Context: an optimization exercise on an open-source flow, tuned for a short achievable clock period and few clock cycles per item. The choices shown serve that exercise and are no tape-out recipe. Where RTL was checked, it was by simulation tests only, not by an equivalence proof against the original. Function not checked in run 1: the RTL went through the layout flow alone.

==> flow/design.v (outline; a module is shown in full before it is edited, if it fits) <==
// module e_mdu: 182 lines
// module mdu_mul_csa: 1855 lines
module e_mdu
#(
  parameter int unsigned MULT_CYCLES = MDU_MULT_CYCLES_DEF,
  parameter int unsigned DIV_CYCLES  = MDU_DIV_CYCLES_DEF
) (
  input  logic        clk,
  input  logic        reset,
  input  logic        start,
  input  logic [2:0]  mdu_op,
  input  logic [31:0] rs_data,
  input  logic [31:0] rt_data,
  output logic        busy,
  output logic [31:0] HI,
  output logic [31:0] LO
);
  // ...
==> flow/run.sh <==
#!/bin/bash
# synth_recipe.tcl (not shown) runs the flow's synth.tcl, then flattens the netlist and writes it again
# the make line also repeats each setting of config.mk as NAME=value (left out here)
make -C /OpenROAD-flow-scripts/flow DESIGN_CONFIG=/design/flow/config.mk WORK_HOME=/design/flow/orfs CLKGATE_MAP_FILE= SYNTH_SCRIPT=/design/flow/synth_recipe.tcl finish
==> flow/config.mk <==
export PLATFORM = sky130hd
export DESIGN_NAME = e_mdu
export DESIGN_NICKNAME = e_mdu
export VERILOG_FILES = /design/flow/design.v
export SDC_FILE = /design/flow/constraint.sdc
export NUM_CORES = 4
export LEC_CHECK = 0
export CAP_MARGIN = 20
export CORE_MARGIN = 2
export CORE_UTILIZATION = 40
export SLEW_MARGIN = 20
==> flow/constraint.sdc <==
create_clock -name core_clock -period 75.0 [get_ports {clk}]
set_input_delay 15.0000 -clock core_clock [delete_from_list [all_inputs] [get_ports {clk}]]
set_output_delay 15.0000 -clock core_clock [all_outputs]
set_load 0.01 [all_outputs]
==> summary.txt, run 1 <==
Status
  – Outcome: no timing/DRC/antenna violations

STA
  – Final worst slack: 39.47 ns
  – TNS Setup: 0 ns
  – Fin crit share: 47.4%
  – Hold WS: 0.457 ns
  – Period minus WS final: 35.53 ns
  – Count of final hold-check violations: 0
  – FMAX: between 20 and 30 MHz
  – Count of pins over their slew limit: 0

Synth
  – Syn Area/Cell: roughly 8.1 um^2
  – Synth Area in XOR/XNOR: 14.3%
  – Synth Cell Area: about 58000 um^2
  – Async S/R FF share, synth: 0%
  – Adder-Cell Fraction of Synth Area: 27.5%
  – Cell count after synthesis: 7110
  – Post-synthesis simple-gate area fraction: between 10% and 20%
  – Synth Warn #: 1

Finish
  – Clock network share of area: 1.53%
  – Top Registers: x_q (65), y_q (64)
  – Multi-input gates: 5658
  – Clkbuf count: 33
  – Seq_cells: 256
  – Max FFs per register: 65
  – Multi-input combinational area share: 76.1%
  – Most common cell after layout, fill and taps aside: xnor2_1

Setup path
  – CP top delay family: compound AO/OA/AOI/OAI gates
  – CP bufs+invs: 8
  – Setup CP Type: flop to flop
  – Slowest stage cell on the critical path: or2_2
  – Reg2reg setup slack: slightly below 40 ns
  – Worst reg2reg path depth: between 100 and 150

Clocking
  – Root Driver: clkbuf_16
  – CTS tree: done

Floorplan
  – Die area: 147000 um^2
  – Well tap count: 1903
  – Die H: 384 um
  – IO Pins: 135

Routing
  – Routed len/inst: about 29 um
  – Starting DRC count in detailed routing: 6773
  – Drt pass-1 iters: 6
==> module e_mdu, before the edit <==
module e_mdu
#(
  parameter int unsigned MULT_CYCLES = MDU_MULT_CYCLES_DEF,
  parameter int unsigned DIV_CYCLES  = MDU_DIV_CYCLES_DEF
) (
  input  logic        clk,
  input  logic        reset,
  input  logic        start,
  input  logic [2:0]  mdu_op,
  input  logic [31:0] rs_data,
  input  logic [31:0] rt_data,
  output logic        busy,
  output logic [31:0] HI,
  output logic [31:0] LO
);
  localparam int K  = MDU_DIV_K;                  
  localparam int M  = (32 + K - 1) / K;       
  localparam int AW = M * K;                  
  localparam logic [2:0] M_N = M;
  logic        busy_q;
  logic [2:0]  cnt_q;
  logic [64:0] x_q, y_q;
  logic        cin_q;
  logic [31:0] r_q, d_q, q_q;
  logic [AW-1:0] a_q;
  logic        negq_q, negr_q;
  logic [64:0] sum;
  assign sum = x_q + y_q + {64'd0, cin_q};
  assign HI   = sum[64:33];
  assign LO   = sum[31:0];
  assign busy = busy_q;
  logic [32:0] lo_sum;
  assign lo_sum = {1'b0, x_q[31:0]} + {1'b0, y_q[31:0]} + {32'd0, cin_q};
  logic acc;
  logic is_mul, is_div, sgn_mul, sgn_div;
  assign acc     = start & ~busy_q;
  assign is_mul  = (mdu_op == MDU_MULT) | (mdu_op == MDU_MULTU);
  assign is_div  = (mdu_op == MDU_DIV)  | (mdu_op == MDU_DIVU);
  assign sgn_mul = (mdu_op == MDU_MULT);
  assign sgn_div = (mdu_op == MDU_DIV);
  logic [63:0] mx, my;
  mdu_mul_csa u_mul (.a(rs_data), .b(rt_data), .sgn(sgn_mul), .x(mx), .y(my));
  logic [31:0] ua, ub;
  logic        negq, negr, bz, fast, qm;
  assign ua   = (sgn_div & rs_data[31]) ? (~rs_data + 32'd1) : rs_data;
  assign ub   = (sgn_div & rt_data[31]) ? (~rt_data + 32'd1) : rt_data;
  assign negq = sgn_div & (rs_data[31] ^ rt_data[31]);
  assign negr = sgn_div & rs_data[31];
  assign bz   = (rt_data == 32'd0);
  assign fast = ({1'b0, ua[31:1]} < ub);    
  assign qm   = (ua >= ub);
  logic [M-1:0] fits;
  logic [2:0]   n_cyc;
  logic [31:0]  r_init;
  logic [AW-1:0] a_init;
  logic [AW-1:0] ua_w;
  assign ua_w = ua;
  always_comb begin
    fits = '0;
    for (int m = 1; m < M; m++) fits[m] = ((ua >> (m * K)) < ub);
    fits[0] = 1'b0;
    n_cyc  = M_N;
    r_init = 32'd0;
    a_init = ua_w;
    for (int m = M - 1; m >= 1; m--) begin
      if (fits[m]) begin
        n_cyc  = m;
        r_init = ua >> (m * K);
        a_init = ua_w << (AW - m * K);
      end
    end
  end
  logic [31:0]   r_n, q_n;
  logic [AW-1:0] a_n;
  logic [32:0] rr, df;
  always_comb begin
    rr  = 33'd0;
    df  = 33'd0;
    r_n = r_q;
    q_n = q_q;
    a_n = a_q;
    for (int s = 0; s < K; s++) begin
      rr  = {r_n, a_n[AW-1]};
      a_n = {a_n[AW-2:0], 1'b0};
      df  = rr - {1'b0, d_q};
      if (!df[32]) begin
        r_n = df[31:0];
        q_n = {q_n[30:0], 1'b1};
      end else begin
        r_n = rr[31:0];
        q_n = {q_n[30:0], 1'b0};
      end
    end
  end
  logic        busy_d;
  logic [2:0]  cnt_d;
  logic [64:0] x_d, y_d;
  logic        cin_d;
  logic [31:0] r_d, d_d, q_d;
  logic [AW-1:0] a_d;
  logic        negq_d, negr_d;
  always_comb begin
    busy_d = busy_q;
    cnt_d  = cnt_q;
    x_d    = x_q;
    y_d    = y_q;
    cin_d  = cin_q;
    r_d    = r_q;
    d_d    = d_q;
    q_d    = q_q;
    a_d    = a_q;
    negq_d = negq_q;
    negr_d = negr_q;
    if (busy_q) begin
      r_d   = r_n;
      q_d   = q_n;
      a_d   = a_n;
      cnt_d = cnt_q - 3'd1;
      if (cnt_q == 3'd1) begin
        busy_d = 1'b0;
        x_d    = {r_n ^ {32{negr_q}}, negr_q, q_n ^ {32{negq_q}}};
        y_d    = {32'd0, negr_q, 32'd0};
        cin_d  = negq_q;
      end
    end else if (start) begin
      if (is_mul) begin
        x_d   = {mx[63:32], 1'b1, mx[31:0]};
        y_d   = {my[63:32], 1'b0, my[31:0]};
        cin_d = 1'b0;
      end else if (is_div && !bz) begin
        if (fast) begin
          x_d   = {rs_data, qm & ~negq, (qm ? (negq ? 32'hFFFF_FFFF : 32'd1) : 32'd0)};
          y_d   = {(qm ? (negq ? rt_data : ~rt_data) : 32'd0), qm & ~negq, 32'd0};
          cin_d = 1'b0;
        end else begin
          busy_d = 1'b1;
          cnt_d  = n_cyc;
          r_d    = r_init;
          a_d    = a_init;
          q_d    = 32'd0;
          d_d    = ub;
          negq_d = negq;
          negr_d = negr;
        end
      end else if (mdu_op == MDU_MTHI) begin
        x_d[64:32] = {rs_data, 1'b0};
        y_d[64:32] = 33'd0;
      end else if (mdu_op == MDU_MTLO) begin
        if (x_q[32] ^ y_q[32]) begin
          x_d[32] = lo_sum[32];
          y_d[32] = lo_sum[32];
        end
        x_d[31:0] = rs_data;
        y_d[31:0] = 32'd0;
        cin_d     = 1'b0;
      end
    end
  end
  always_ff @(posedge clk) begin
    if (reset) begin
      busy_q <= 1'b0;
      cnt_q  <= 3'd0;
      x_q    <= 65'd0;
      y_q    <= 65'd0;
      cin_q  <= 1'b0;
    end else begin
      busy_q <= busy_d;
      cnt_q  <= cnt_d;
      x_q    <= x_d;
      y_q    <= y_d;
      cin_q  <= cin_d;
    end
  end
  always_ff @(posedge clk) begin
    r_q    <= r_d;
    d_q    <= d_d;
    q_q    <= q_d;
    a_q    <= a_d;
    negq_q <= negq_d;
    negr_q <= negr_d;
  end
endmodule
==> run 2: changes to the inputs <==
--- a/flow/design.v
+++ b/flow/design.v
@@ -35,11 +35,14 @@
   localparam logic [2:0] M_N = M;
-  logic        busy_q;
+  logic        busy_q, first_q;
   logic [2:0]  cnt_q;
   logic [64:0] x_q, y_q;
-  logic        cin_q;
+  logic        cin_q, gh_q, gl_q;
   logic [31:0] r_q, d_q, q_q;
+  logic [33:0] d3_q;
   logic [AW-1:0] a_q;
   logic        negq_q, negr_q;
-  logic [64:0] sum;
-  assign sum = x_q + y_q + {64'd0, cin_q};
+  logic [64:0] xg, yg, sum;
+  assign xg   = {x_q[64:33], x_q[32] & gh_q, x_q[31:0] & {32{gl_q}}};
+  assign yg   = {y_q[64:32] & {33{gh_q}}, y_q[31:0]};
+  assign sum  = xg + yg + {64'd0, cin_q};
   assign HI   = sum[64:33];
@@ -48,6 +51,4 @@
   logic [32:0] lo_sum;
-  assign lo_sum = {1'b0, x_q[31:0]} + {1'b0, y_q[31:0]} + {32'd0, cin_q};
-  logic acc;
+  assign lo_sum = {1'b0, xg[31:0]} + {1'b0, yg[31:0]} + {32'd0, cin_q};
   logic is_mul, is_div, sgn_mul, sgn_div;
-  assign acc     = start & ~busy_q;
   assign is_mul  = (mdu_op == MDU_MULT) | (mdu_op == MDU_MULTU);
@@ -58,6 +59,17 @@
   mdu_mul_csa u_mul (.a(rs_data), .b(rt_data), .sgn(sgn_mul), .x(mx), .y(my));
-  logic [31:0] ua, ub;
-  logic        negq, negr, bz, fast, qm;
-  assign ua   = (sgn_div & rs_data[31]) ? (~rs_data + 32'd1) : rs_data;
-  assign ub   = (sgn_div & rt_data[31]) ? (~rt_data + 32'd1) : rt_data;
+  logic [31:0] as_, bs_, ua, ub;
+  logic [33:0] ub3;
+  logic        negq, negr, bz;
+  always_comb begin
+    as_[0] = rs_data[0];
+    bs_[0] = rt_data[0];
+    for (int i = 1; i < 32; i++) begin
+      as_[i] = rs_data[i] ^ (rs_data[31] & (|(rs_data & ((32'd1 << i) - 32'd1))));
+      bs_[i] = rt_data[i] ^ (rt_data[31] & (|(rt_data & ((32'd1 << i) - 32'd1))));
+    end
+  end
+  assign ua   = sgn_div ? as_ : rs_data;
+  assign ub   = sgn_div ? bs_ : rt_data;
+  assign ub3  = sgn_div ? ({2'b00, bs_} + {1'b0, bs_, 1'b0})
+                        : ({2'b00, rt_data} + {1'b0, rt_data, 1'b0});
   assign negq = sgn_div & (rs_data[31] ^ rt_data[31]);
@@ -65,22 +77,47 @@
   assign bz   = (rt_data == 32'd0);
-  assign fast = ({1'b0, ua[31:1]} < ub);    
-  assign qm   = (ua >= ub);
+  function automatic logic slt_mag(input logic [31:0] a, input logic [31:0] b,
+                                   input int sh);
+    logic signed [65:0] ae, be, df, sm;
+    ae = {{34{a[31]}}, a};
+    be = {{34{b[31]}}, b} <<< sh;
+    df = ae - be;
+    sm = ae + be;
+    if (a[31] == b[31])
+      slt_mag = a[31] ? (df > 0) : (df < 0);
+    else
+      slt_mag = a[31] ? (sm > 0) : (sm < 0);
+  endfunction
+  function automatic logic ult_sh(input logic [31:0] a, input logic [31:0] b,
+                                  input int sh);
+    logic [65:0] ae, be;
+    ae = {34'd0, a};
+    be = {34'd0, b} << sh;
+    ult_sh = (ae < be);
+  endfunction
+  logic fast, qm;
+  assign fast = sgn_div ? slt_mag(rs_data, rt_data, 1) : ult_sh(rs_data, rt_data, 1);
+  assign qm   = ~(sgn_div ? slt_mag(rs_data, rt_data, 0) : ult_sh(rs_data, rt_data, 0));
   logic [M-1:0] fits;
   logic [2:0]   n_cyc;
-  logic [31:0]  r_init;
-  logic [AW-1:0] a_init;
-  logic [AW-1:0] ua_w;
-  assign ua_w = ua;
   always_comb begin
     fits = '0;
-    for (int m = 1; m < M; m++) fits[m] = ((ua >> (m * K)) < ub);
-    fits[0] = 1'b0;
-    n_cyc  = M_N;
-    r_init = 32'd0;
-    a_init = ua_w;
-    for (int m = M - 1; m >= 1; m--) begin
-      if (fits[m]) begin
-        n_cyc  = m;
-        r_init = ua >> (m * K);
-        a_init = ua_w << (AW - m * K);
+    for (int m = 1; m < M; m++)
+      fits[m] = sgn_div ? slt_mag(rs_data, rt_data, m * K) : ult_sh(rs_data, rt_data, m * K);
+    n_cyc = M_N;
+    for (int m = M - 1; m >= 1; m--)
+      if (fits[m]) n_cyc = m;
+  end
+  logic [31:0]   r_s, r_n, q_n;
+  logic [AW-1:0] a_s, a_n;
+  always_comb begin
+    r_s = r_q;
+    a_s = a_q;
+    if (first_q) begin
+      r_s = 32'd0;
+      a_s = a_q;
+      for (int m = 1; m < M; m++) begin
+        if (cnt_q == m) begin
+          r_s = 32'(a_q >> (m * K));
+          a_s = a_q << (AW - m * K);
+        end
       end
@@ -88,21 +125,30 @@
   end
-  logic [31:0]   r_n, q_n;
-  logic [AW-1:0] a_n;
-  logic [32:0] rr, df;
+  logic [33:0]   rr;
+  logic [34:0]   t1, t2, t3;
   always_comb begin
-    rr  = 33'd0;
-    df  = 33'd0;
-    r_n = r_q;
+    rr  = 34'd0;
+    t1  = 35'd0;
+    t2  = 35'd0;
+    t3  = 35'd0;
+    r_n = r_s;
     q_n = q_q;
-    a_n = a_q;
-    for (int s = 0; s < K; s++) begin
-      rr  = {r_n, a_n[AW-1]};
-      a_n = {a_n[AW-2:0], 1'b0};
-      df  = rr - {1'b0, d_q};
-      if (!df[32]) begin
-        r_n = df[31:0];
-        q_n = {q_n[30:0], 1'b1};
+    a_n = a_s;
+    for (int s = 0; s < K / 2; s++) begin
+      rr  = {r_n, a_n[AW-1:AW-2]};
+      a_n = {a_n[AW-3:0], 2'b00};
+      t1  = {1'b0, rr} - {3'b000, d_q};
+      t2  = {1'b0, rr} - {2'b00, d_q, 1'b0};
+      t3  = {1'b0, rr} - {1'b0, d3_q};
+      if (!t3[34]) begin
+        r_n = t3[31:0];
+        q_n = {q_n[29:0], 2'd3};
+      end else if (!t2[34]) begin
+        r_n = t2[31:0];
+        q_n = {q_n[29:0], 2'd2};
+      end else if (!t1[34]) begin
+        r_n = t1[31:0];
+        q_n = {q_n[29:0], 2'd1};
       end else begin
         r_n = rr[31:0];
-        q_n = {q_n[30:0], 1'b0};
+        q_n = {q_n[29:0], 2'd0};
       end
@@ -110,7 +156,8 @@
   end
-  logic        busy_d;
+  logic        busy_d, first_d;
   logic [2:0]  cnt_d;
   logic [64:0] x_d, y_d;
-  logic        cin_d;
+  logic        cin_d, gh_d, gl_d;
   logic [31:0] r_d, d_d, q_d;
+  logic [33:0] d3_d;
   logic [AW-1:0] a_d;
@@ -118,13 +165,17 @@
   always_comb begin
-    busy_d = busy_q;
-    cnt_d  = cnt_q;
-    x_d    = x_q;
-    y_d    = y_q;
-    cin_d  = cin_q;
-    r_d    = r_q;
-    d_d    = d_q;
-    q_d    = q_q;
-    a_d    = a_q;
-    negq_d = negq_q;
-    negr_d = negr_q;
+    busy_d  = busy_q;
+    first_d = 1'b0;
+    cnt_d   = cnt_q;
+    x_d     = x_q;
+    y_d     = y_q;
+    cin_d   = cin_q;
+    gh_d    = gh_q;
+    gl_d    = gl_q;
+    r_d     = r_q;
+    d_d     = d_q;
+    d3_d    = d3_q;
+    q_d     = q_q;
+    a_d     = a_q;
+    negq_d  = negq_q;
+    negr_d  = negr_q;
     if (busy_q) begin
@@ -139,2 +190,4 @@
         cin_d  = negq_q;
+        gh_d   = 1'b1;
+        gl_d   = 1'b1;
       end
@@ -145,17 +198,19 @@
         cin_d = 1'b0;
+        gh_d  = 1'b1;
+        gl_d  = 1'b1;
       end else if (is_div && !bz) begin
-        if (fast) begin
-          x_d   = {rs_data, qm & ~negq, (qm ? (negq ? 32'hFFFF_FFFF : 32'd1) : 32'd0)};
-          y_d   = {(qm ? (negq ? rt_data : ~rt_data) : 32'd0), qm & ~negq, 32'd0};
-          cin_d = 1'b0;
-        end else begin
-          busy_d = 1'b1;
-          cnt_d  = n_cyc;
-          r_d    = r_init;
-          a_d    = a_init;
-          q_d    = 32'd0;
-          d_d    = ub;
-          negq_d = negq;
-          negr_d = negr;
-        end
+        x_d     = {rs_data, ~negq, (negq ? 32'hFFFF_FFFF : 32'd1)};
+        y_d     = {(negq ? rt_data : ~rt_data), ~negq, 32'd0};
+        cin_d   = 1'b0;
+        gh_d    = qm;
+        gl_d    = qm;
+        busy_d  = ~fast;
+        first_d = ~fast;
+        cnt_d   = n_cyc;
+        a_d     = ua;
+        q_d     = 32'd0;
+        d_d     = ub;
+        d3_d    = ub3;
+        negq_d  = negq;
+        negr_d  = negr;
       end else if (mdu_op == MDU_MTHI) begin
@@ -163,4 +218,5 @@
         y_d[64:32] = 33'd0;
+        gh_d       = 1'b1;
       end else if (mdu_op == MDU_MTLO) begin
-        if (x_q[32] ^ y_q[32]) begin
+        if ((x_q[32] ^ y_q[32]) & gh_q) begin
           x_d[32] = lo_sum[32];
@@ -171,2 +227,3 @@
         cin_d     = 1'b0;
+        gl_d      = 1'b1;
       end
@@ -176,13 +233,19 @@
     if (reset) begin
-      busy_q <= 1'b0;
-      cnt_q  <= 3'd0;
-      x_q    <= 65'd0;
-      y_q    <= 65'd0;
-      cin_q  <= 1'b0;
+      busy_q  <= 1'b0;
+      first_q <= 1'b0;
+      cnt_q   <= 3'd0;
+      x_q     <= 65'd0;
+      y_q     <= 65'd0;
+      cin_q   <= 1'b0;
+      gh_q    <= 1'b0;
+      gl_q    <= 1'b0;
     end else begin
-      busy_q <= busy_d;
-      cnt_q  <= cnt_d;
-      x_q    <= x_d;
-      y_q    <= y_d;
-      cin_q  <= cin_d;
+      busy_q  <= busy_d;
+      first_q <= first_d;
+      cnt_q   <= cnt_d;
+      x_q     <= x_d;
+      y_q     <= y_d;
+      cin_q   <= cin_d;
+      gh_q    <= gh_d;
+      gl_q    <= gl_d;
     end
@@ -192,2 +255,3 @@
     d_q    <= d_d;
+    d3_q   <= d3_d;
     q_q    <= q_d;
==> flow/flow/run.sh (new file) <==
#!/bin/bash
set -euo pipefail
cp config.mk config.orig.mk
echo "export SETUP_SLACK_MARGIN = ${MARGIN:-55}" >> config.mk
bash standard.sh > standard.log 2>&1
==> flow/standard.sh (new file) <==
#!/bin/bash
# synth_recipe.tcl (not shown) runs the flow's synth.tcl, then flattens the netlist and writes it again
# the make line also repeats each setting of config.mk as NAME=value (left out here)
make -C /OpenROAD-flow-scripts/flow DESIGN_CONFIG=/design/flow/config.mk WORK_HOME=/design/flow/orfs CLKGATE_MAP_FILE= SYNTH_SCRIPT=/design/flow/synth_recipe.tcl "${@:-finish}"
--- a/flow/config.mk
+++ b/flow/config.mk
@@ -11 +11,2 @@
 export SLEW_MARGIN = 20
+export SETUP_SLACK_MARGIN = 55
removed: flow/run.sh
==> run 2 against run 1 <==
Worst hold slack improved by 0.0012 ns. Sequential share of layout area fell by 2.4 points. Non-clock buffer count rose by 347. Utilization up 3.1 points. Worst setup slack improved by 15 ns. Flip-flop and latch count increased by 36.
==> summary.txt, run 2 <==
Status
  – Outcome: no timing/DRC/antenna violations (unchanged)

Finish
  – Most common cell after layout, fill and taps aside: xnor2_1 (unchanged)
  – Max FFs per register: 65 (unchanged)
  – Fin nets: 12300 (was 8003)
  – Syn-to-layout area delta: 14.9% (was 7.17%)
  – Most frequent cells in the layout: 958 x xnor2_1, 924 x a21oi_1, 847 x ha_1 (was 787 x xnor2_1, 672 x inv_1, 512 x a22oi_1)
  – Top Registers: x_q (65), y_q (64), d3_q (34) (was x_q (65), y_q (64))
  – Layout cells sized above 1: 11.4% (was 7.16%)
  – Top reg by flops: x_q (unchanged)
  – Post-layout util: 46.2% (was 43.1%)
  – Post-route cell area: 94600 um^2 (was 61800 um^2)

Placement
  – Final HPWL DP: 313000 um (was 183000 um)
  – PortBufs: 134 (unchanged)
  – GP Congestion: 1.01 (was 0.977)
  – Post-DP Area: 86300 um^2 (was 60800 um^2)

Floorplan
  – Row Count: 166 (was 139)
  – Core Region: 205000 um^2 (was 143000 um^2)
  – Chip width: 458 um (was 384 um)
  – Starting density of the core: 40.2% (about the same)
  – Die H: 458 um (was 384 um)
  – IO Pins: 135 (unchanged)
  – Die area: 209000 um^2 (was 147000 um^2)

Routing
  – Final wirelength: 458000 um (was 255000 um)
  – Starting DRC count in detailed routing: 12600 (was 6773)
  – DR vias/cell: 6.77 (was 6.32)
  – DR DRC count: 0 (unchanged)
  – Routed len/inst: 33.6 um (was 28.7 um)
  – Vias: 92100 (was 56100)
  – Drt pass-1 iters: 10 (was 6)
  – Antenna Violating Nets Remaining: 0 (unchanged)

Setup path
  – Critical Path RT: 60.00 ns (was 75.30 ns)
  – Crit path DAT: 5.48 ns (was 35.83 ns)
  – Critical path launch point type: flop (unchanged)
  – R2R Path End: x_q[64] (was r_q[6])
  – Setup CP Type: flop to output port (was flop to flop)
  – CP peak stage delay: 0.53 ns (was 0.80 ns)
  – CP Capture Type: output port (was flop)
  – CP max FO: 7 (was 48)
  – Worst reg2reg path depth: 65 (was 127)
  – Reg2reg setup slack: 55.70 ns (was 39.47 ns)
  – Worst-path cell chain: nand2_2, fa_2, and4b_1, o21a_1, o21ai_2, a21oi_2, nor3_2, buf_4, o31ai_4, a31oi_4, o41a_1, o31ai_4, o41ai_4, a311o_1, nand3_2, nand3_2, o21a_4, nor2_4, a31oi_4, xnor2_4, buf_6
  – CP bufs+invs: 2 (was 8)
  – Slowest stage cell on the critical path: o41a_1 (was or2_2)
  – CP top delay family: compound AO/OA/AOI/OAI gates (unchanged)
  – Worst R2R Start: first_q (was d_q[1])

Clocking
  – Root Driver: clkbuf_16 (unchanged)
  – CTS Sinks: 292 (was 256)
  – Total CTS buffers: 34 (was 27)
  – H-tree depth: 2 (was 1)
  – Hold_buf cts: 0 (unchanged)
  – Clock Latency Late Sink: 0.62 ns (was 0.60 ns)
  – Clock transition at path regs: 0.06 ns (was 0.07 ns)
  – CTS tree: done (unchanged)
  – Clock Tree Buf Depth: 3 (unchanged)

Hold path
  – Hold Path Sink: y_q[9] (was x_q[24])
  – Worst hold path cell count: 2 (unchanged)
  – Hold wc startpoint: y_q[9] (was x_q[24])
  – Hold/Removal Path Class: flop to flop (unchanged)

Synth
  – Top-area cell type share of the netlist area: 13.6% (was 16.4%)
  – Post-synth cell types: 102 (was 108)
  – Async S/R FF share, synth: 0% (unchanged)
  – Post-synth EDFFs: 147 (was 114)
  – Top cells by area, synth: ha_1 14%, fa_1 12%, xnor2_1 11% (was fa_1 16%, xnor2_1 12%, ha_1 11%)
  – Synth top cells by count: 990 x xnor2_1, 954 x a21oi_1, 892 x ha_1, 870 x inv_1, 807 x nor2_1 (was 787 x xnor2_1, 675 x inv_1, 512 x a22oi_1, 509 x ha_1, 473 x fa_1)
  – Cell taking the most area after synthesis: ha_1 (was fa_1)
  – Cell count after synthesis: 10800 (was 7110)
  – Most frequent cell after synthesis: xnor2_1 (unchanged)
  – Synth Cell Area: 82300 um^2 (was 57600 um^2)
  – FF+latch count, synth: 292 (was 256)
  – Synth Warn #: 1 (unchanged)
  – Syn Area/Cell: 7.60 um^2 (was 8.10 um^2)
  – Synth Flop Type: edfxtp_1 (was dfxtp_1)
  – Register area share after synthesis: 8.89% (was 10.9%)

STA
  – Worst Tran Pin Value: 1.19 ns (was 1.28 ns)
  – FMAX: 48.8 MHz (was 28.1 MHz)
  – Fin crit share: 27.3% (was 47.4%)
  – TNS Setup: 0 ns (unchanged)
  – Endpoints failing setup: 0 (unchanged)
  – Period minus WS final: 20.48 ns (was 35.53 ns)
  – Count of pins over their slew limit: 0 (unchanged)
  – Clock skew: 0.0526 ns (was 0.0309 ns)
  – RSZ-0062 raised after global routing: true (was false)
  – Count of final hold-check violations: 0 (unchanged)
  – Max_slew headroom: 20.0% (was 14.2%)

Flow run
  – MaxCap Viol Count: 0 (unchanged)

Global route
  – First-pass GRT wire length: 633000 um (was 369000 um)
  – GRT Total Usage: 41.3% (was 33.6%)
  – Largest net degree at the start of global routing: 178 (was 85)
  – Congestion Overflow GR: 0 (unchanged)
  – Vias in the first global route: 87600 (was 54600)
  – Initial antenna violation count: 29 (was 11)
==> run 2: layout make-up <==
type | count | area, um^2
antenna | 14 | 35.0
timing repair inverter | 1 | 16.3
multi-input combinational | 8995 | 71800
clock buffer | 44 | 920
fill | 20200 | 110000
inverter | 890 | 3500
timing repair buffer | 669 | 7350
clock inverter | 17 | 241
tap | 2688 | 3360
sequential | 292 | 7330
==> run 2: what timing repair did <==
item                                    4_1_cts  5_1_grt
resized for setup                           591      355
gates cloned                                 33       13
endpoints found under the setup margin      178      129
setup buffers                               173      100
pin swaps                                   117      146
==> run 2: per-layer routing <==
layer,vias up,part of all wire (%),track usage [%]
met3,1952,13,12.8
met4,24,11,34.0
met5,-,0.067,0.620
met1,44500,37,50.0
met2,6681,40,59.8
li1,38900,-,-
==> run 2: worst max path at each step <==
stage,start,to,slack (ns),cells after the start
floorplan,rt_data[11],x_q[39],54.97,23
CTS,gl_q,HI[26],54.72,22
detailed placement,rt_data[22],x_q[33],52.86,18
finish,gl_q,HI[24],54.52,21
global placement,rt_data[18],cnt_q[2],52.89,16
global route,gl_q,HI[24],54.44,21
==> run 2: tightest hold or removal path, delay by kind of cell (launching register included) <==
| kind | cells | cell delay (ns) |
|---|---|---|
| AO/OA/AOI/OAI | 1 | 0.05 |
| flip-flops | 1 | 0.31 |
| AND/OR/NAND/NOR | 1 | 0.05 |
==> run 2: through the flow <==
step / setup WS, ns / hold WS [ns] / instances
final: 54.52 / 0.458 / 13600
after global routing: 54.44 / 0.478 / 13600
after CTS: 54.72 / 0.459 / 13500
after detailed placement: 52.86 / 0.451 / 13200
after global placement: 52.89 / 0.441 / 13200
after floorplan: 54.97 / 0.427 / 10800
==> run 2: logic make-up after synthesis <==
group,count (synthesis),share of synthesized area (%)
AOI/OAI and AO/OA,3495,27.9
and+or+nand+nor,2782,16.3
buffers and inverters,1552,7.12
adders and majority gates,1381,25.4
xor gates and xnor gates,1174,12.5
DFF,292,8.89
muxes,151,1.89
Testbench counts of run 2, summed over its fixed seeds: cycles 10,117, items 8,000.
==> run 3: changes to the inputs <==
--- a/flow/design.v
+++ b/flow/design.v
@@ -14,89 +14,55 @@
   localparam int MDU_DIV_K = 8;
+  localparam int MDU_DIV_AW = ((32 + MDU_DIV_K - 1) / MDU_DIV_K) * MDU_DIV_K;
 endpackage
 import mdu_pkg::*;
-module e_mdu
-#(
-  parameter int unsigned MULT_CYCLES = MDU_MULT_CYCLES_DEF,
-  parameter int unsigned DIV_CYCLES  = MDU_DIV_CYCLES_DEF
-) (
-  input  logic        clk,
-  input  logic        reset,
-  input  logic        start,
-  input  logic [2:0]  mdu_op,
-  input  logic [31:0] rs_data,
-  input  logic [31:0] rt_data,
-  output logic        busy,
-  output logic [31:0] HI,
-  output logic [31:0] LO
+module mdu_div_pre (
+  input  logic [2:0]  op,
+  input  logic [31:0] a,
+  input  logic [31:0] b,
+  output logic [31:0] ua,
+  output logic [31:0] ub,
+  output logic [33:0] ub3,
+  output logic        negq,
+  output logic        negr,
+  output logic        bz,
+  output logic        fast,
+  output logic        qm,
+  output logic [2:0]  n_cyc
 );
-  localparam int K  = MDU_DIV_K;                  
-  localparam int M  = (32 + K - 1) / K;       
-  localparam int AW = M * K;                  
+  localparam int K = MDU_DIV_K;
+  localparam int M = (32 + K - 1) / K;
   localparam logic [2:0] M_N = M;
-  logic        busy_q, first_q;
-  logic [2:0]  cnt_q;
-  logic [64:0] x_q, y_q;
-  logic        cin_q, gh_q, gl_q;
-  logic [31:0] r_q, d_q, q_q;
-  logic [33:0] d3_q;
-  logic [AW-1:0] a_q;
-  logic        negq_q, negr_q;
-  logic [64:0] xg, yg, sum;
-  assign xg   = {x_q[64:33], x_q[32] & gh_q, x_q[31:0] & {32{gl_q}}};
-  assign yg   = {y_q[64:32] & {33{gh_q}}, y_q[31:0]};
-  assign sum  = xg + yg + {64'd0, cin_q};
-  assign HI   = sum[64:33];
-  assign LO   = sum[31:0];
-  assign busy = busy_q;
-  logic [32:0] lo_sum;
-  assign lo_sum = {1'b0, xg[31:0]} + {1'b0, yg[31:0]} + {32'd0, cin_q};
-  logic is_mul, is_div, sgn_mul, sgn_div;
-  assign is_mul  = (mdu_op == MDU_MULT) | (mdu_op == MDU_MULTU);
-  assign is_div  = (mdu_op == MDU_DIV)  | (mdu_op == MDU_DIVU);
-  assign sgn_mul = (mdu_op == MDU_MULT);
-  assign sgn_div = (mdu_op == MDU_DIV);
-  logic [63:0] mx, my;
-  mdu_mul_csa u_mul (.a(rs_data), .b(rt_data), .sgn(sgn_mul), .x(mx), .y(my));
-  logic [31:0] as_, bs_, ua, ub;
-  logic [33:0] ub3;
-  logic        negq, negr, bz;
+  logic        sgn;
+  logic [31:0] as_, bs_;
+  assign sgn = (op == MDU_DIV);
   always_comb begin
-    as_[0] = rs_data[0];
-    bs_[0] = rt_data[0];
+    as_[0] = a[0];
+    bs_[0] = b[0];
     for (int i = 1; i < 32; i++) begin
-      as_[i] = rs_data[i] ^ (rs_data[31] & (|(rs_data & ((32'd1 << i) - 32'd1))));
-      bs_[i] = rt_data[i] ^ (rt_data[31] & (|(rt_data & ((32'd1 << i) - 32'd1))));
+      as_[i] = a[i] ^ (a[31] & (|(a & ((32'd1 << i) - 32'd1))));
+      bs_[i] = b[i] ^ (b[31] & (|(b & ((32'd1 << i) - 32'd1))));
     end
   end
-  assign ua   = sgn_div ? as_ : rs_data;
-  assign ub   = sgn_div ? bs_ : rt_data;
-  assign ub3  = sgn_div ? ({2'b00, bs_} + {1'b0, bs_, 1'b0})
-                        : ({2'b00, rt_data} + {1'b0, rt_data, 1'b0});
-  assign negq = sgn_div & (rs_data[31] ^ rt_data[31]);
-  assign negr = sgn_div & rs_data[31];
-  assign bz   = (rt_data == 32'd0);
-  function automatic logic slt_mag(input logic [31:0] a, input logic [31:0] b,
-                                   input int sh);
-    logic signed [65:0] ae, be, df, sm;
-    ae = {{34{a[31]}}, a};
-    be = {{34{b[31]}}, b} <<< sh;
-    df = ae - be;
-    sm = ae + be;
-    if (a[31] == b[31])
-      slt_mag = a[31] ? (df > 0) : (df < 0);
-    else
-      slt_mag = a[31] ? (sm > 0) : (sm < 0);
-  endfunction
-  function automatic logic ult_sh(input logic [31:0] a, input logic [31:0] b,
-                                  input int sh);
-    logic [65:0] ae, be;
-    ae = {34'd0, a};
-    be = {34'd0, b} << sh;
-    ult_sh = (ae < be);
+  assign ua   = sgn ? as_ : a;
+  assign ub   = sgn ? bs_ : b;
+  assign ub3  = sgn ? ({2'b00, bs_} + {1'b0, bs_, 1'b0})
+                    : ({2'b00, b} + {1'b0, b, 1'b0});
+  assign negq = sgn & (a[31] ^ b[31]);
+  assign negr = sgn & a[31];
+  assign bz   = (b == 32'd0);
+  function automatic logic ult32(input logic [31:0] x, input logic [31:0] y);
+    logic [31:0] l, g;
+    l = ~x & y;
+    g = x & ~y;
+    for (int w = 1; w < 32; w = w * 2) begin
+      for (int i = 0; i + w < 32; i = i + 2 * w) begin
+        l[i] = l[i + w] | (~g[i + w] & l[i]);
+        g[i] = g[i + w] | (~l[i + w] & g[i]);
+      end
+    end
+    ult32 = l[0];
   endfunction
-  logic fast, qm;
-  assign fast = sgn_div ? slt_mag(rs_data, rt_data, 1) : ult_sh(rs_data, rt_data, 1);
-  assign qm   = ~(sgn_div ? slt_mag(rs_data, rt_data, 0) : ult_sh(rs_data, rt_data, 0));
+  assign fast = sgn ? ult32(as_ >> 1, bs_) : ult32(a >> 1, b);    
+  assign qm   = sgn ? ~ult32(as_, bs_) : ~ult32(a, b);
   logic [M-1:0] fits;
-  logic [2:0]   n_cyc;
   always_comb begin
@@ -104,3 +70,3 @@
     for (int m = 1; m < M; m++)
-      fits[m] = sgn_div ? slt_mag(rs_data, rt_data, m * K) : ult_sh(rs_data, rt_data, m * K);
+      fits[m] = sgn ? ult32(as_ >> (m * K), bs_) : ult32(a >> (m * K), b);
     n_cyc = M_N;
@@ -109,14 +75,30 @@
   end
-  logic [31:0]   r_s, r_n, q_n;
-  logic [AW-1:0] a_s, a_n;
+endmodule
+module mdu_div_step (
+  input  logic                 first,
+  input  logic [2:0]           cnt,
+  input  logic [31:0]          r,
+  input  logic [31:0]          q,
+  input  logic [31:0]          d,
+  input  logic [33:0]          d3,
+  input  logic [MDU_DIV_AW-1:0] a,
+  output logic [31:0]          r_n,
+  output logic [31:0]          q_n,
+  output logic [MDU_DIV_AW-1:0] a_n
+);
+  localparam int K  = MDU_DIV_K;
+  localparam int M  = (32 + K - 1) / K;
+  localparam int AW = MDU_DIV_AW;
+  logic [31:0]   r_s;
+  logic [AW-1:0] a_s;
   always_comb begin
-    r_s = r_q;
-    a_s = a_q;
-    if (first_q) begin
+    r_s = r;
+    a_s = a;
+    if (first) begin
       r_s = 32'd0;
-      a_s = a_q;
+      a_s = a;
       for (int m = 1; m < M; m++) begin
-        if (cnt_q == m) begin
-          r_s = 32'(a_q >> (m * K));
-          a_s = a_q << (AW - m * K);
+        if (cnt == m) begin
+          r_s = 32'(a >> (m * K));
+          a_s = a << (AW - m * K);
         end
@@ -125,4 +107,4 @@
   end
-  logic [33:0]   rr;
-  logic [34:0]   t1, t2, t3;
+  logic [33:0] rr;
+  logic [34:0] t1, t2, t3;
   always_comb begin
@@ -133,3 +115,3 @@
     r_n = r_s;
-    q_n = q_q;
+    q_n = q;
     a_n = a_s;
@@ -138,5 +120,5 @@
       a_n = {a_n[AW-3:0], 2'b00};
-      t1  = {1'b0, rr} - {3'b000, d_q};
-      t2  = {1'b0, rr} - {2'b00, d_q, 1'b0};
-      t3  = {1'b0, rr} - {1'b0, d3_q};
+      t1  = {1'b0, rr} - {3'b000, d};
+      t2  = {1'b0, rr} - {2'b00, d, 1'b0};
+      t3  = {1'b0, rr} - {1'b0, d3};
       if (!t3[34]) begin
@@ -156,2 +138,65 @@
   end
+endmodule
+module mdu_out_add (
+  input  logic [64:0] x,
+  input  logic [64:0] y,
+  input  logic        cin,
+  input  logic        gh,
+  input  logic        gl,
+  output logic [31:0] hi,
+  output logic [31:0] lo
+);
+  logic [64:0] xg, yg, sum;
+  assign xg  = {x[64:33], x[32] & gh, x[31:0] & {32{gl}}};
+  assign yg  = {y[64:32] & {33{gh}}, y[31:0]};
+  assign sum = xg + yg + {64'd0, cin};
+  assign hi  = sum[64:33];
+  assign lo  = sum[31:0];
+endmodule
+module e_mdu
+#(
+  parameter int unsigned MULT_CYCLES = MDU_MULT_CYCLES_DEF,
+  parameter int unsigned DIV_CYCLES  = MDU_DIV_CYCLES_DEF
+) (
+  input  logic        clk,
+  input  logic        reset,
+  input  logic        start,
+  input  logic [2:0]  mdu_op,
+  input  logic [31:0] rs_data,
+  input  logic [31:0] rt_data,
+  output logic        busy,
+  output logic [31:0] HI,
+  output logic [31:0] LO
+);
+  localparam int AW = MDU_DIV_AW;             
+  logic        busy_q, first_q;
+  logic [2:0]  cnt_q;
+  logic [64:0] x_q, y_q;
+  logic        cin_q, gh_q, gl_q;
+  logic [31:0] r_q, d_q, q_q;
+  logic [33:0] d3_q;
+  logic [AW-1:0] a_q;
+  logic        negq_q, negr_q;
+  mdu_out_add u_out (.x(x_q), .y(y_q), .cin(cin_q), .gh(gh_q), .gl(gl_q),
+                     .hi(HI), .lo(LO));
+  assign busy = busy_q;
+  logic [32:0] lo_sum;
+  assign lo_sum = {1'b0, x_q[31:0] & {32{gl_q}}} + {1'b0, y_q[31:0]} + {32'd0, cin_q};
+  logic is_mul, is_div, sgn_mul;
+  assign is_mul  = (mdu_op == MDU_MULT) | (mdu_op == MDU_MULTU);
+  assign is_div  = (mdu_op == MDU_DIV)  | (mdu_op == MDU_DIVU);
+  assign sgn_mul = (mdu_op == MDU_MULT);
+  logic [63:0] mx, my;
+  mdu_mul_csa u_mul (.a(rs_data), .b(rt_data), .sgn(sgn_mul), .x(mx), .y(my));
+  logic [31:0] ua, ub;
+  logic [33:0] ub3;
+  logic        negq, negr, bz, fast, qm;
+  logic [2:0]  n_cyc;
+  mdu_div_pre u_pre (.op(mdu_op), .a(rs_data), .b(rt_data), .ua(ua), .ub(ub),
+                     .ub3(ub3), .negq(negq), .negr(negr), .bz(bz), .fast(fast),
+                     .qm(qm), .n_cyc(n_cyc));
+  logic [31:0]   r_n, q_n;
+  logic [AW-1:0] a_n;
+  mdu_div_step u_step (.first(first_q), .cnt(cnt_q), .r(r_q), .q(q_q), .d(d_q),
+                       .d3(d3_q), .a(a_q), .r_n(r_n), .q_n(q_n), .a_n(a_n));
   logic        busy_d, first_d;
@@ -193,3 +238,13 @@
       end
-    end else if (start) begin
+    end else begin
+      first_d = 1'b1;
+      cnt_d   = n_cyc;
+      a_d     = ua;
+      q_d     = 32'd0;
+      d_d     = ub;
+      d3_d    = ub3;
+      negq_d  = negq;
+      negr_d  = negr;
+    end
+    if (!busy_q && start) begin
       if (is_mul) begin
@@ -207,10 +262,2 @@
         busy_d  = ~fast;
-        first_d = ~fast;
-        cnt_d   = n_cyc;
-        a_d     = ua;
-        q_d     = 32'd0;
-        d_d     = ub;
-        d3_d    = ub3;
-        negq_d  = negq;
-        negr_d  = negr;
       end else if (mdu_op == MDU_MTHI) begin
==> flow/flow/run.sh (replaced) <==
#!/bin/bash
set -euo pipefail
cp config.mk config.orig.mk
echo "export SETUP_SLACK_MARGIN = ${MARGIN:-58}" >> config.mk
bash standard.sh > standard.log 2>&1
--- a/flow/config.mk
+++ b/flow/config.mk
@@ -11,2 +11,3 @@
 export SLEW_MARGIN = 20
-export SETUP_SLACK_MARGIN = 55
+export SYNTH_HIERARCHICAL = 1
+export SETUP_SLACK_MARGIN = 58
==> run 3 against run 2 <==
Still clean. First-iteration DRC count rose by 13%. Non-clock buffer count increased by 507. Area after synthesis rose by 6.3%. Register-to-register slack improved by 2.1 ns. Design area up 18%. Utilization is 5.1 points higher. Final cell count increased by 5.6%. Synthesized cell count grew 6.2%. Count of clock-buffer cells in the layout shrank 1. Worst setup slack improved by 1.1 ns. Largest cell class unchanged.
==> summary.txt, run 3 <==
Routing
  – Starting DRC count in detailed routing: 14300 (was 12600)
  – DR DRC count: 0 (unchanged)
  – Antenna Violating Nets Remaining: 0 (unchanged)
  – Final wirelength: 488000 um (was 458000 um)
  – Vias: 101000 (was 92100)
  – Drt pass-1 iters: 13 (was 10)
  – Routed len/inst: 33.9 um (was 33.6 um)
  – DR vias/cell: 7.05 (was 6.77)

Placement
  – PortBufs: 134 (unchanged)
  – GP Congestion: 1.04 (was 1.01)
  – Pre-CTS WS: 52.17 ns (was 52.86 ns)
  – Final HPWL DP: 316000 um (was 313000 um)

Floorplan
  – Core Region: 217000 um^2 (was 205000 um^2)
  – IO Pins: 135 (unchanged)
  – Die area: 223000 um^2 (was 209000 um^2)
  – Starting density of the core: 40.3% (was 40.2%)
  – Chip width: 472 um (was 458 um)
  – Row Count: 171 (was 166)
  – Die H: 472 um (was 458 um)

Clocking
  – Root Driver: clkbuf_16 (unchanged)
  – CTS Sinks: 294 (was 292)
  – Clock Tree Buf Depth: 3 (unchanged)
  – Hold_buf cts: 0 (unchanged)
  – H-tree depth: 1 (was 2)
  – Total CTS buffers: 31 (was 34)
  – CTS tree: done (unchanged)
  – Clock Latency Late Sink: 0.69 ns (was 0.62 ns)
  – Clock transition at path regs: 0.07 ns (was 0.06 ns)

Global route
  – Congestion Overflow GR: 0 (unchanged)
  – First-pass GRT wire length: 679000 um (was 633000 um)
  – Largest net degree at the start of global routing: 100 (was 178)
  – Initial antenna violation count: 29 (unchanged)
  – GRT Total Usage: 41.0% (was 41.3%)
  – Vias in the first global route: 95300 (was 87600)

STA
  – Hold WS: 0.494 ns (was 0.458 ns)
  – RSZ-0062 raised after global routing: true (unchanged)
  – Final worst slack: 55.63 ns (was 54.52 ns)
  – Period minus WS final: 19.37 ns (was 20.48 ns)
  – FMAX: 51.6 MHz (was 48.8 MHz)
  – Endpoints failing setup: 0 (unchanged)
  – TNS Setup: 0 ns (unchanged)
  – Worst Tran Pin Value: 1.14 ns (was 1.19 ns)
  – Count of final hold-check violations: 0 (unchanged)
  – Count of pins over their slew limit: 0 (unchanged)
  – Max_slew headroom: 23.7% (was 20.0%)
  – Clock skew: 0.0400 ns (was 0.0526 ns)
  – Fin crit share: 25.8% (was 27.3%)

Synth
  – Synth Warn #: 9 (was 1)
  – Synth Cell Area: 87500 um^2 (was 82300 um^2)
  – Cell count after synthesis: 11500 (was 10800)
  – Syn Area/Cell: 7.61 um^2 (was 7.60 um^2)

Setup path
  – Critical Path RT: 60.00 ns (about the same)
  – Setup CP Type: flop to output port (unchanged)
  – CP Capture Type: output port (unchanged)
  – CP max FO: 7 (unchanged)
  – Reg2reg setup slack: 57.79 ns (was 55.70 ns)
  – Critical path launch point type: flop (unchanged)
  – Crit path DAT: 4.37 ns (was 5.48 ns)

Finish
  – Syn-to-layout area delta: 27.6% (was 14.9%)
  – Post-layout util: 51.4% (was 46.2%)
  – Fin nets: 12700 (was 12300)
  – FILL cells: 19900 (was 20200)
  – Layout cells sized above 1: 26.0% (was 11.4%)
  – Top Registers: x_q (65), y_q (65), d3_q (34) (was x_q (65), y_q (64), d3_q (34))
  – Most common cell after layout, fill and taps aside: a21oi_1 (was xnor2_1)
  – Most frequent cells in the layout: 705 x a21oi_1, 646 x nor2_1, 535 x inv_1 (was 958 x xnor2_1, 924 x a21oi_1, 847 x ha_1)

Flow run
  – MaxCap Viol Count: 0 (unchanged)

Hold path
  – Hold/Removal Path Class: flop to flop (unchanged)

Status
  – Outcome: no timing/DRC/antenna violations (unchanged)
==> run 3: changes by cell type in the layout (fill, tap and decap cells not counted), moves of 252 or more <==
cell and delta:
inv_1 -296, xnor2_1 -548, a21o_1 +252, maj3_1 +290, a22oi_1 -427, ha_1 -322
==> run 3: path summary, 6_finish.rpt <==
check          start  depth (start not counted)  endpoint
max             gl_q                         17    HI[21]
min           q_q[2]                          1   q_q[10]
max reg2reg  first_q                         81   x_q[58]
min reg2reg   q_q[2]                          1   q_q[10]
==> run 3: final cells by class <==
cell class / instances / area (um^2) / share of cell area (%)
Antenna cell: 25 / 62.6 / 0.0560
Clock buffer: 43 / 905 / 0.810
Clock inverter: 13 / 153 / 0.137
Inverter: 759 / 3090 / 2.77
Multi-Input combinational cell: 9208 / 80800 / 72.4
Sequential cell: 294 / 6910 / 6.19
Tap cell: 2854 / 3570 / 3.20
Timing Repair Buffer: 1176 / 16100 / 14.5
Timing Repair inverter: 2 / 15.0 / 0.0134
==> run 3: what timing repair did <==
item | CTS | global route
cloned | 140 | 18
endpoints found under the hold margin | 0 | 0
pin swaps | 505 | 368
buffers inserted | 474 | 206
setup endpoints to repair | 329 | 277
gates resized for setup | 1868 | 545
==> run 3: critical path, stage by stage, from the launching register on <==
cell	delay (ns)
dfxtp_4	0.40
buf_6	0.17
and2_4	0.15
fa_2	0.36
a21o_1	0.21
a221oi_4	0.32
a21o_1	0.20
a211oi_2	0.07
buf_4	0.17
o21ai_2	0.10
o211ai_1	0.09
buf_4	0.18
a221o_2	0.43
a21boi_4	0.18
buf_12	0.19
o21ai_4	0.07
xor2_2	0.18
buf_2	0.19
==> run 3: metrics by stage <==
stage / instances / area, um^2
6_report: 14400 / 112000
3_3_place_gp: 13500 / 90900
4_1_cts: 14100 / 107000
2_1_floorplan: 11500 / 92200
3_5_place_dp: 13500 / 91000
5_1_grt: 14400 / 112000
==> run 3: routing by layer <==
layer	vias up	track usage (%)	wire length, um
li1	42200	-	-
met1	48900	46.9	166000
met2	7679	63.6	209000
met3	2593	11.5	58800
met4	25	34.0	54600
met5	-	0	237
Testbench counts of run 3, summed over its fixed seeds: cycles 10,117, items 8,000.

re-timing with driven ports:
In the flow no input, the clock included, has a driving cell. The finished layouts below were timed again as built, in two steps.
Step 1 sets driving cells, clkbuf_16 on the clock port and buf_2 on the other inputs (assumed; they add their load-dependent delay and slew).
Step 2 moves the port delays by t, midway between the first and last clock arrival at a register: inputs arrive t later, outputs are due t later. That takes back most of the time a late clock gives input paths.
Three values: no drivers, after step 1, after step 2; two values: the first two.
run	t, ns	setup slack, ns	latest minus earliest clock arrival (ns)	cell pins on the clock port's net
run 1	0.645	39.469 / 39.469 / 39.469	0.031 / 0.032	1
run 2	0.674	54.517 / 54.432 / 54.224	0.053 / 0.052	1
run 3	0.740	55.626 / 55.344 / 54.604	0.045 / 0.045	1
After both steps every run listed still meets setup and hold. For run 3, which loses most, drivers alone change the setup slack by -0.282 ns; drivers and shift together by -1.022 ns.
